Context: an optimization exercise on an open-source flow, tuned for small area and a short achievable clock period. The choices shown serve that exercise and are no tape-out recipe. The RTL was checked by simulation tests, not by an equivalence proof against the original design. Power and IR drop assume default switching activity.

==> inputs of exp/tundra <==
==> flow/design.v <==
module pixel_compositor #(
  parameter int          N_SPRITES  = 4,
  parameter int          TILE_SHIFT = 4,
  parameter int          TILE_ROWS  = 30,
  parameter int          TILE_COLS  = 40,
  parameter logic [23:0] TILE_RGB   = 24'h555500
) (
  input  logic                            Clk,
  input  logic                            Reset,
  input  logic                            frame_start,
  input  logic                            pix_valid,
  input  logic [9:0]                      DrawX,
  input  logic [9:0]                      DrawY,
  input  logic [N_SPRITES-1:0]            spr_en,
  input  logic [10*N_SPRITES-1:0]         spr_x,
  input  logic [10*N_SPRITES-1:0]         spr_y,
  input  logic [10*N_SPRITES-1:0]         spr_w,
  input  logic [10*N_SPRITES-1:0]         spr_h,
  input  logic [24*N_SPRITES-1:0]         spr_rgb,
  input  logic                            tile_we,
  input  logic [$clog2(TILE_ROWS)-1:0]    tile_row,
  input  logic [$clog2(TILE_COLS)-1:0]    tile_col,
  input  logic                            tile_din,
  output logic                            out_valid,
  output logic [7:0]                      Red,
  output logic [7:0]                      Green,
  output logic [7:0]                      Blue,
  output logic [$clog2(N_SPRITES):0]      hit_idx
);
  localparam int RW = $clog2(TILE_ROWS);
  localparam int CW = $clog2(TILE_COLS);
  function automatic logic nonneg3(input logic [9:0] a, input logic [9:0] b, input logic [9:0] m);
    logic [11:0] t;
    t = {2'b00, a} + {2'b00, b} + {2'b11, ~m} + 12'd1;
    nonneg3 = ~t[11];
  endfunction
  logic [N_SPRITES-1:0]    act_en_q;
  logic [10*N_SPRITES-1:0] act_x_q, act_y_q, act_w_q, act_h_q;
  logic [24*N_SPRITES-1:0] act_rgb_q;
  logic [24*N_SPRITES-1:0] prev_rgb_q;
  always_ff @(posedge Clk) begin
    if (Reset)            act_en_q <= '0;
    else if (frame_start) act_en_q <= spr_en;
    if (frame_start) begin
      act_x_q   <= spr_x;
      act_y_q   <= spr_y;
      act_w_q   <= spr_w;
      act_h_q   <= spr_h;
      act_rgb_q <= spr_rgb;
    end
    prev_rgb_q <= act_rgb_q;
  end
  logic          trst_q, twe_q, tdin_q;
  logic [RW-1:0] trow_q;
  logic [CW-1:0] tcol_q;
  always_ff @(posedge Clk) begin
    trst_q <= Reset;
    twe_q  <= tile_we;
    tdin_q <= tile_din;
    trow_q <= tile_row;
    tcol_q <= tile_col;
  end
  logic [TILE_COLS-1:0] tile_q [TILE_ROWS];
  logic [TILE_ROWS-1:0] row_sel;
  logic [TILE_COLS-1:0] col_sel;
  logic                 wdat;
  always_comb begin
    for (int r = 0; r < TILE_ROWS; r++) row_sel[r] = trst_q || (twe_q && (trow_q == RW'(r)));
    for (int c = 0; c < TILE_COLS; c++) col_sel[c] = trst_q || (tcol_q == CW'(c));
    wdat = tdin_q && !trst_q;
  end
  for (genvar r = 0; r < TILE_ROWS; r++) begin : g_row
    for (genvar c = 0; c < TILE_COLS; c++) begin : g_col
      always_ff @(posedge Clk) begin
        if (row_sel[r] && col_sel[c]) tile_q[r][c] <= wdat;
      end
    end
  end
  logic [3:0]           cond [N_SPRITES];
  logic [TILE_COLS-1:0] csel;
  logic [TILE_ROWS-1:0] col_bits;
  always_comb begin
    for (int c = 0; c < TILE_COLS; c++) csel[c] = (DrawX[9:4] == 6'(c));
    for (int r = 0; r < TILE_ROWS; r++) col_bits[r] = |(tile_q[r] & csel);
    for (int i = 0; i < N_SPRITES; i++) begin
      cond[i][0] = nonneg3(DrawX, act_w_q[10*i +: 10], act_x_q[10*i +: 10]);
      cond[i][1] = nonneg3(act_x_q[10*i +: 10], act_w_q[10*i +: 10], DrawX);
      cond[i][2] = nonneg3(DrawY, act_h_q[10*i +: 10], act_y_q[10*i +: 10]);
      cond[i][3] = nonneg3(act_y_q[10*i +: 10], act_h_q[10*i +: 10], DrawY);
    end
  end
  logic                 v1_q;
  logic [N_SPRITES-1:0] en1_q;
  logic [3:0]           cond1_q [N_SPRITES];
  logic [9:3]           px1_q;
  logic [9:4]           py1_q;
  logic [TILE_ROWS-1:0] cb1_q;
  logic                 pw1_q, pdin1_q, pclr1_q;
  logic [RW-1:0]        prow1_q;
  always_ff @(posedge Clk) begin
    v1_q   <= pix_valid & ~Reset;
    en1_q  <= act_en_q;
    for (int i = 0; i < N_SPRITES; i++) cond1_q[i] <= cond[i];
    px1_q  <= DrawX[9:3];
    py1_q  <= DrawY[9:4];
    cb1_q  <= col_bits;
    pw1_q   <= twe_q && (tcol_q == DrawX[9:4]) && (int'(tcol_q) < TILE_COLS);
    pdin1_q <= tdin_q;
    prow1_q <= trow_q;
    pclr1_q <= trst_q;
  end
  logic [N_SPRITES-1:0] hit_c;
  logic [N_SPRITES-1:0] first;
  logic                 prior;
  logic [23:0]          spr_c;
  logic [TILE_ROWS-1:0] rsel;
  logic                 tile_c;
  logic [2:0]           idx_c;
  logic [23:0]          rgb_c;
  always_comb begin
    for (int i = 0; i < N_SPRITES; i++) hit_c[i] = en1_q[i] && (&cond1_q[i]);
    prior = 1'b0;
    for (int i = 0; i < N_SPRITES; i++) begin
      first[i] = hit_c[i] & ~prior;
      prior    = prior | hit_c[i];
    end
    spr_c = '0;
    for (int i = 0; i < N_SPRITES; i++) spr_c = spr_c | (prev_rgb_q[24*i +: 24] & {24{first[i]}});
    idx_c = hit_c[0] ? 3'd0 : hit_c[1] ? 3'd1 : hit_c[2] ? 3'd2 : hit_c[3] ? 3'd3 : 3'd4;
    for (int r = 0; r < TILE_ROWS; r++) rsel[r] = (py1_q == 6'(r));
    tile_c = |(cb1_q & rsel);
    if (pw1_q && ({1'b0, prow1_q} == py1_q) && (int'(prow1_q) < TILE_ROWS)) tile_c = pdin1_q;
    if (pclr1_q) tile_c = 1'b0;
    rgb_c = prior ? spr_c : tile_c ? TILE_RGB : {16'h0000, 1'b0, ~px1_q[9:3]};
  end
  logic        v2_q;
  logic [2:0]  idx2_q;
  logic [23:0] rgb2_q;
  always_ff @(posedge Clk) begin
    v2_q   <= v1_q & ~Reset;
    idx2_q <= idx_c;
    rgb2_q <= rgb_c;
  end
  logic        v3_q;
  logic [2:0]  idx3_q;
  logic [23:0] rgb3_q;
  always_ff @(posedge Clk) begin
    if (Reset || !v2_q) begin
      v3_q   <= 1'b0;
      idx3_q <= 3'd4;
      rgb3_q <= 24'h000000;
    end else begin
      v3_q   <= 1'b1;
      idx3_q <= idx2_q;
      rgb3_q <= rgb2_q;
    end
  end
  assign out_valid = v3_q;
  assign Red       = rgb3_q[23:16];
  assign Green     = rgb3_q[15:8];
  assign Blue      = rgb3_q[7:0];
  assign hit_idx   = idx3_q;
endmodule
==> flow/flow/run.sh <==
#!/bin/bash
# Standard synthesis, then the standard layout with: timing repair aimed at a larger setup margin,
# buf_2 as the port buffer, and clock-tree sink clusters of up to 25 flip-flops. The design is
# still laid out and signed off at the design's clock period and constraints.
set -euo pipefail
bash standard.sh synth > synth.log 2>&1
bash standard.sh SETUP_SLACK_MARGIN=6.5 \
  "BUFFER_PORTS_ARGS=-buffer_cell sky130_fd_sc_hd__buf_2" \
  CTS_CLUSTER_SIZE=25 CTS_CLUSTER_DIAMETER=100 \
  finish > layout.log 2>&1
==> flow/standard.sh <==
#!/bin/bash
# synth_recipe.tcl (not shown) runs the flow's synth.tcl, then flattens the netlist and writes it again
# the make line also repeats each setting of config.mk as NAME=value (left out here)
make -C /OpenROAD-flow-scripts/flow DESIGN_CONFIG=/design/flow/config.mk WORK_HOME=/design/flow/orfs CLKGATE_MAP_FILE= SYNTH_SCRIPT=/design/flow/synth_recipe.tcl "${@:-finish}"
==> flow/config.mk <==
export PLATFORM = sky130hd
export DESIGN_NAME = pixel_compositor
export DESIGN_NICKNAME = pixel_compositor
export VERILOG_FILES = /design/flow/design.v
export SDC_FILE = /design/flow/constraint.sdc
export NUM_CORES = 4
export LEC_CHECK = 0
export CAP_MARGIN = 20
export CORE_MARGIN = 2
export CORE_UTILIZATION = 40
export SLEW_MARGIN = 20
==> flow/constraint.sdc <==
create_clock -name core_clock -period 10.0 [get_ports {Clk}]
set_input_delay 2.0000 -clock core_clock [delete_from_list [all_inputs] [get_ports {Clk}]]
set_output_delay 2.0000 -clock core_clock [all_outputs]
set_load 0.01 [all_outputs]
==> exp/raven (differences from exp/tundra) <==
--- a/flow/design.v
+++ b/flow/design.v
@@ -31,7 +31,2 @@
   localparam int CW = $clog2(TILE_COLS);
-  function automatic logic nonneg3(input logic [9:0] a, input logic [9:0] b, input logic [9:0] m);
-    logic [11:0] t;
-    t = {2'b00, a} + {2'b00, b} + {2'b11, ~m} + 12'd1;
-    nonneg3 = ~t[11];
-  endfunction
   logic [N_SPRITES-1:0]    act_en_q;
@@ -79,2 +74,6 @@
   logic [3:0]           cond [N_SPRITES];
+  logic [10:0]          lox [N_SPRITES];
+  logic [10:0]          hix [N_SPRITES];
+  logic [10:0]          loy [N_SPRITES];
+  logic [10:0]          hiy [N_SPRITES];
   logic [TILE_COLS-1:0] csel;
@@ -85,6 +84,10 @@
     for (int i = 0; i < N_SPRITES; i++) begin
-      cond[i][0] = nonneg3(DrawX, act_w_q[10*i +: 10], act_x_q[10*i +: 10]);
-      cond[i][1] = nonneg3(act_x_q[10*i +: 10], act_w_q[10*i +: 10], DrawX);
-      cond[i][2] = nonneg3(DrawY, act_h_q[10*i +: 10], act_y_q[10*i +: 10]);
-      cond[i][3] = nonneg3(act_y_q[10*i +: 10], act_h_q[10*i +: 10], DrawY);
+      lox[i] = {1'b0, act_x_q[10*i +: 10]} - {1'b0, act_w_q[10*i +: 10]};
+      hix[i] = {1'b0, act_x_q[10*i +: 10]} + {1'b0, act_w_q[10*i +: 10]};
+      loy[i] = {1'b0, act_y_q[10*i +: 10]} - {1'b0, act_h_q[10*i +: 10]};
+      hiy[i] = {1'b0, act_y_q[10*i +: 10]} + {1'b0, act_h_q[10*i +: 10]};
+      cond[i][0] = lox[i][10] || (DrawX >= lox[i][9:0]);
+      cond[i][1] = hix[i][10] || (DrawX <= hix[i][9:0]);
+      cond[i][2] = loy[i][10] || (DrawY >= loy[i][9:0]);
+      cond[i][3] = hiy[i][10] || (DrawY <= hiy[i][9:0]);
     end
--- a/flow/flow/run.sh
+++ b/flow/flow/run.sh
@@ -6,3 +6,3 @@
 bash standard.sh synth > synth.log 2>&1
-bash standard.sh SETUP_SLACK_MARGIN=6.5 \
+bash standard.sh SETUP_SLACK_MARGIN=6.9 \
   "BUFFER_PORTS_ARGS=-buffer_cell sky130_fd_sc_hd__buf_2" \
==> exp/cedar (differences from exp/tundra) <==
--- a/flow/design.v
+++ b/flow/design.v
@@ -31,7 +31,2 @@
   localparam int CW = $clog2(TILE_COLS);
-  function automatic logic nonneg3(input logic [9:0] a, input logic [9:0] b, input logic [9:0] m);
-    logic [11:0] t;
-    t = {2'b00, a} + {2'b00, b} + {2'b11, ~m} + 12'd1;
-    nonneg3 = ~t[11];
-  endfunction
   logic [N_SPRITES-1:0]    act_en_q;
@@ -79,2 +74,6 @@
   logic [3:0]           cond [N_SPRITES];
+  logic [10:0]          lox [N_SPRITES];
+  logic [10:0]          hix [N_SPRITES];
+  logic [10:0]          loy [N_SPRITES];
+  logic [10:0]          hiy [N_SPRITES];
   logic [TILE_COLS-1:0] csel;
@@ -85,6 +84,10 @@
     for (int i = 0; i < N_SPRITES; i++) begin
-      cond[i][0] = nonneg3(DrawX, act_w_q[10*i +: 10], act_x_q[10*i +: 10]);
-      cond[i][1] = nonneg3(act_x_q[10*i +: 10], act_w_q[10*i +: 10], DrawX);
-      cond[i][2] = nonneg3(DrawY, act_h_q[10*i +: 10], act_y_q[10*i +: 10]);
-      cond[i][3] = nonneg3(act_y_q[10*i +: 10], act_h_q[10*i +: 10], DrawY);
+      lox[i] = {1'b0, act_x_q[10*i +: 10]} - {1'b0, act_w_q[10*i +: 10]};
+      hix[i] = {1'b0, act_x_q[10*i +: 10]} + {1'b0, act_w_q[10*i +: 10]};
+      loy[i] = {1'b0, act_y_q[10*i +: 10]} - {1'b0, act_h_q[10*i +: 10]};
+      hiy[i] = {1'b0, act_y_q[10*i +: 10]} + {1'b0, act_h_q[10*i +: 10]};
+      cond[i][0] = lox[i][10] || (DrawX >= lox[i][9:0]);
+      cond[i][1] = hix[i][10] || (DrawX <= hix[i][9:0]);
+      cond[i][2] = loy[i][10] || (DrawY >= loy[i][9:0]);
+      cond[i][3] = hiy[i][10] || (DrawY <= hiy[i][9:0]);
     end
--- a/flow/flow/run.sh
+++ b/flow/flow/run.sh
@@ -6,5 +6,5 @@
 bash standard.sh synth > synth.log 2>&1
-bash standard.sh SETUP_SLACK_MARGIN=6.5 \
+bash standard.sh SETUP_SLACK_MARGIN=6.8 \
   "BUFFER_PORTS_ARGS=-buffer_cell sky130_fd_sc_hd__buf_2" \
-  CTS_CLUSTER_SIZE=25 CTS_CLUSTER_DIAMETER=100 \
+  CTS_CLUSTER_SIZE=25 CTS_CLUSTER_DIAMETER=100 PLACE_DENSITY=0.5 \
   finish > layout.log 2>&1
==> exp/indigo (differences from exp/tundra) <==
--- a/flow/design.v
+++ b/flow/design.v
@@ -31,7 +31,2 @@
   localparam int CW = $clog2(TILE_COLS);
-  function automatic logic nonneg3(input logic [9:0] a, input logic [9:0] b, input logic [9:0] m);
-    logic [11:0] t;
-    t = {2'b00, a} + {2'b00, b} + {2'b11, ~m} + 12'd1;
-    nonneg3 = ~t[11];
-  endfunction
   logic [N_SPRITES-1:0]    act_en_q;
@@ -79,2 +74,6 @@
   logic [3:0]           cond [N_SPRITES];
+  logic [10:0]          lox [N_SPRITES];
+  logic [10:0]          hix [N_SPRITES];
+  logic [10:0]          loy [N_SPRITES];
+  logic [10:0]          hiy [N_SPRITES];
   logic [TILE_COLS-1:0] csel;
@@ -85,6 +84,10 @@
     for (int i = 0; i < N_SPRITES; i++) begin
-      cond[i][0] = nonneg3(DrawX, act_w_q[10*i +: 10], act_x_q[10*i +: 10]);
-      cond[i][1] = nonneg3(act_x_q[10*i +: 10], act_w_q[10*i +: 10], DrawX);
-      cond[i][2] = nonneg3(DrawY, act_h_q[10*i +: 10], act_y_q[10*i +: 10]);
-      cond[i][3] = nonneg3(act_y_q[10*i +: 10], act_h_q[10*i +: 10], DrawY);
+      lox[i] = {1'b0, act_x_q[10*i +: 10]} - {1'b0, act_w_q[10*i +: 10]};
+      hix[i] = {1'b0, act_x_q[10*i +: 10]} + {1'b0, act_w_q[10*i +: 10]};
+      loy[i] = {1'b0, act_y_q[10*i +: 10]} - {1'b0, act_h_q[10*i +: 10]};
+      hiy[i] = {1'b0, act_y_q[10*i +: 10]} + {1'b0, act_h_q[10*i +: 10]};
+      cond[i][0] = lox[i][10] || (DrawX >= lox[i][9:0]);
+      cond[i][1] = hix[i][10] || (DrawX <= hix[i][9:0]);
+      cond[i][2] = loy[i][10] || (DrawY >= loy[i][9:0]);
+      cond[i][3] = hiy[i][10] || (DrawY <= hiy[i][9:0]);
     end
--- a/flow/flow/run.sh
+++ b/flow/flow/run.sh
@@ -6,3 +6,3 @@
 bash standard.sh synth > synth.log 2>&1
-bash standard.sh SETUP_SLACK_MARGIN=6.5 \
+bash standard.sh SETUP_SLACK_MARGIN=6.7 \
   "BUFFER_PORTS_ARGS=-buffer_cell sky130_fd_sc_hd__buf_2" \
==> notes <==
- exp/cedar finished with timing, DRC and antenna clean. exp/indigo went through all stages and came out clean. exp/raven ran to the end with no violations. exp/tundra finished clean.
- Between exp/raven and exp/indigo, the lower utilization is in exp/indigo (gap 1.7 points).
- In synthesized area, exp/indigo and exp/cedar do not differ.
- Critical path depth: exp/raven > exp/cedar > exp/indigo > exp/tundra.
- In synthesized cell count, exp/indigo and exp/raven do not differ.
- The highest non-clock buffer count belongs to exp/cedar, the lowest to exp/tundra.
- Against exp/cedar, the combinational power of exp/indigo is smaller by about 8%.
- Sequential share of layout area, lowest first: exp/cedar, exp/raven, exp/indigo, exp/tundra.
- Hold slack: exp/tundra < exp/cedar < exp/indigo < exp/raven.
- Register-to-register slack: exp/cedar is lower than exp/raven (0.13 ns).
- Clock power: exp/tundra is higher than exp/raven (about 2%).

-- separate check: timing with driven ports --
The flow's constraints put no driver on any port. The routed layouts listed below were extracted and timed again, unchanged, in two steps. Step 1 assumes that a clkbuf_16 drives the clock port and a buf_2 every other input. Step 2 moves the port delays by t, midway between the first and last clock arrival at a register: inputs arrive t later, outputs are due t later. That takes back most of the time a late clock gives input paths. a / b / c = ideal ports / drivers / drivers and shift; a / b = the first two.
run | shift t [ns] | setup WS [ns] | hold WS [ns] | latest minus earliest clock arrival (ns)
exp/tundra | 0.821 | 6.425 / 6.464 / 5.643 | 0.323 / 0.323 / 0.323 | 0.057 / 0.057
exp/raven | 0.828 | 6.572 / 6.581 / 5.753 | 0.345 / 0.345 / 0.345 | 0.064 / 0.064
exp/cedar | 0.845 | 6.648 / 6.669 / 5.824 | 0.341 / 0.341 / 0.341 | 0.074 / 0.074
exp/indigo | 0.822 | 6.607 / 6.654 / 5.833 | 0.342 / 0.342 / 0.342 | 0.057 / 0.057
After both steps setup and hold are still met in every run listed. For exp/cedar, which loses most, drivers alone change the setup slack by +0.021 ns; drivers and shift together by -0.824 ns.
